This is an optimization exercise on Yosys and OpenROAD, whose aim is small area, a short achievable clock period and few clock cycles per item, not a production implementation. At most, simulation tests tie the RTL to the original design; equivalence was not proved.

==> module aes_key_expand, before the edit <==
module aes_key_expand #(
  parameter int KEY_BITS = 256
) (
  input  logic                clk,
  input  logic                rst,
  input  logic                start,
  input  logic [KEY_BITS-1:0] key_in,
  output logic                busy,
  output logic [127:0]        rk_out,
  output logic [3:0]          rk_idx,
  output logic                rk_valid,
  input  logic                rk_ready,
  output logic                done
);
  logic [255:0] st;      
  logic [3:0]   idx;     
  logic         act;     
  logic [3:0]   act_g;   
  logic         vld;     
  logic [3:0]   ridx;    
  logic [31:0]  sw, p0, p1, p2, p3, rc;
  logic [127:0] nw;
  logic [7:0]   rcon;
  logic         adv;
  for (genvar b = 0; b < 4; b++) begin : g_sbox
    aes_ks_sbox u_sbox (.x(st[224+8*b +: 8]), .y(sw[8*b +: 8]));
  end
  aes_ks_mix u_mix (.sw(sw), .rot(!idx[0]), .p({p3, p2, p1, p0}), .nw(nw));
  assign busy     = vld;
  assign rk_valid = vld;
  assign rk_out   = st[127:0];
  assign rk_idx   = ridx;
  always_comb begin
    rcon = 8'h01 << idx[3:1];
    rc = idx[0] ? 32'h0 : {24'h0, rcon};
    p0 = st[31:0] ^ rc;
    p1 = p0 ^ st[63:32];
    p2 = p1 ^ st[95:64];
    p3 = p2 ^ st[127:96];
    adv = rk_ready;
  end
  logic [255:0] st_next;
  assign st_next = {nw, st[255:128]};
  for (genvar g = 0; g < 4; g++) begin : g_st
    always_ff @(posedge clk) begin
      if (!act_g[g]) st[64*g +: 64] <= key_in[64*g +: 64];
      else if (adv) st[64*g +: 64] <= st_next[64*g +: 64];
    end
    always_ff @(posedge clk or posedge rst) begin
      if (rst) act_g[g] <= 1'b0;
      else if (!act_g[g]) act_g[g] <= start;
      else if (adv && idx == 4'd14) act_g[g] <= 1'b0;
    end
  end
  always_ff @(posedge clk) begin
    if (!act) ridx <= 4'd0;
    else if (adv) ridx <= idx + 4'd1;
  end
  always_ff @(posedge clk or posedge rst) begin
    if (rst) begin
      act <= 1'b0;
      vld <= 1'b0;
      idx <= 4'd0;
      done <= 1'b0;
    end else begin
      done <= 1'b0;
      if (!vld) vld <= start;
      else if (adv && idx == 4'd14) vld <= 1'b0;
      if (!act) begin
        idx <= 4'd0;
        if (start) act <= 1'b1;
      end else if (adv) begin
        idx <= idx + 4'd1;
        if (idx == 4'd14) begin
          act <= 1'b0;
          done <= 1'b1;
        end
      end
    end
  end
endmodule
Settings: LEC_CHECK=0, CAP_MARGIN=20, CORE_MARGIN=2, CORE_UTILIZATION=60, SLEW_MARGIN=20, SYNTH_HIERARCHICAL=1, SYNTH_MINIMUM_KEEP_SIZE=0; clock period 22.0 ns.
standard.sh (not shown) runs the stock make flow with config.mk's settings and CLKGATE_MAP_FILE= SYNTH_SCRIPT=/design/flow/synth_recipe.tcl, a recipe that flattens the netlist after the stock synthesis.
==> flow/flow/run.sh <==
#!/bin/bash
# Standard ORFS layout (the standard.sh), with these changes:
#  - synthesis is the standard flow's own script, but ABC maps with flow/abc.script (area-oriented);
#  - ports are buffered with the small sky130_fd_sc_hd__buf_1 instead of the default pick;
#  - clock tree synthesis inserts no dummy loads;
#  - timing repair aims for a slack margin that leaves TARGET_NS (flow/target.txt) of the
#    clock period, so the layout is sized for a shorter period than the constraint asks.
# Each step's full log is in orfs/logs/; the make output is in synth.log and layout.log here.
set -euo pipefail
here=$(pwd)
export FLOW_WORK=$here
export MY_ABC_SCRIPT=$here/flow/abc.script
target=$(cat flow/target.txt)
extra=()
if [[ "$target" != "none" ]]; then
  margin=$(python3 -c "print(round($FLOW_PERIOD_NS - $target, 3))")
  extra+=("SETUP_SLACK_MARGIN=$margin")
fi
bash standard.sh "SYNTH_SCRIPT=$here/flow/my_synth.tcl" synth > "$here/synth.log" 2>&1
bash standard.sh "CTS_ARGS=-sink_clustering_enable -repair_clock_nets -dont_use_dummy_load" "BUFFER_PORTS_ARGS=-buffer_cell sky130_fd_sc_hd__buf_1" "${extra[@]}" finish > "$here/layout.log" 2>&1
==> flow/flow/abc.script <==
strash
map -a
==> flow/flow/my_synth.tcl <==
# The standard synthesis script (synth_recipe.tcl, in the work folder), with one change:
# every ABC mapping call uses the script named by MY_ABC_SCRIPT instead of ORFS's.
proc abc {args} {
  set i [lsearch -exact $args -script]
  if {$i >= 0} { lset args [expr {$i + 1}] $::env(MY_ABC_SCRIPT) }
  yosys abc {*}$args
}
source $::env(FLOW_WORK)/synth_recipe.tcl
==> flow/flow/target.txt <==
5.85
The baseline completed with no timing, DRC or antenna violations.
Rerun with:
--- a/flow/design.v
+++ b/flow/design.v
@@ -15,9 +15,7 @@
   logic [255:0] st;      
   logic [3:0]   idx;     
   logic         act;     
-  logic [3:0]   act_g;   
   logic         vld;     
-  logic [3:0]   ridx;    
   logic [31:0]  sw, p0, p1, p2, p3, rc;
   logic [127:0] nw;
   logic [7:0]   rcon;
@@ -29,7 +27,7 @@
   assign busy     = vld;
   assign rk_valid = vld;
   assign rk_out   = st[127:0];
-  assign rk_idx   = ridx;
+  assign rk_idx   = idx;
   always_comb begin
     rcon = 8'h01 << idx[3:1];
     rc = idx[0] ? 32'h0 : {24'h0, rcon};
@@ -39,22 +37,9 @@
     p3 = p2 ^ st[127:96];
     adv = rk_ready;
   end
-  logic [255:0] st_next;
-  assign st_next = {nw, st[255:128]};
-  for (genvar g = 0; g < 4; g++) begin : g_st
-    always_ff @(posedge clk) begin
-      if (!act_g[g]) st[64*g +: 64] <= key_in[64*g +: 64];
-      else if (adv) st[64*g +: 64] <= st_next[64*g +: 64];
-    end
-    always_ff @(posedge clk or posedge rst) begin
-      if (rst) act_g[g] <= 1'b0;
-      else if (!act_g[g]) act_g[g] <= start;
-      else if (adv && idx == 4'd14) act_g[g] <= 1'b0;
-    end
-  end
   always_ff @(posedge clk) begin
-    if (!act) ridx <= 4'd0;
-    else if (adv) ridx <= idx + 4'd1;
+    if (!act) st <= key_in;
+    else if (adv) st <= {nw, st[255:128]};
   end
   always_ff @(posedge clk or posedge rst) begin
     if (rst) begin
After rerunning: Maximum frequency grows by a few percent; routed wire length shrinks by a few percent; synthesized cell count grows by a quarter to a third; worst setup slack improved by 0.19 ns; hold slack improved by 0.032 ns; area after synthesis shrinks slightly; core utilization shrinks by 0.91 points; clock-buffer cell count does not change.
Testbench counts after the change, summed over its fixed seeds: cycles 3,072, round keys 2,880.
Function not checked in the first run of this note: the RTL went through the layout flow alone.

==> static timing again, ports no longer ideal <==
No port has a modelled driver above. Below, the same layouts with a new extraction and two added sets of constraints. Step 1 assumes that a clkbuf_16 drives the clock port and a buf_2 every other input. Step 2 adds t to the input delays and takes it off the output delays; t is the mean of the earliest and latest rising clock arrival at the registers after step 1. Input paths then give back, and output paths get back, about the clock's delay inside the block. Three values: no drivers, after step 1, after step 2; two values: the first two.
| run | shift t [ns] | slack for setup (ns) | worst register clock-pin slew, ns |
|---|---|---|---|
| the first run | 0.599 | 16.161 / 16.156 / 15.557 | 0.07 / 0.07 |
| the second run | 0.591 | 16.350 / 16.298 / 15.797 | 0.06 / 0.06 |
After both steps setup and hold are still met in every run listed. For the first run, which loses most, drivers alone change the setup slack by -0.005 ns; drivers and shift together by -0.604 ns.
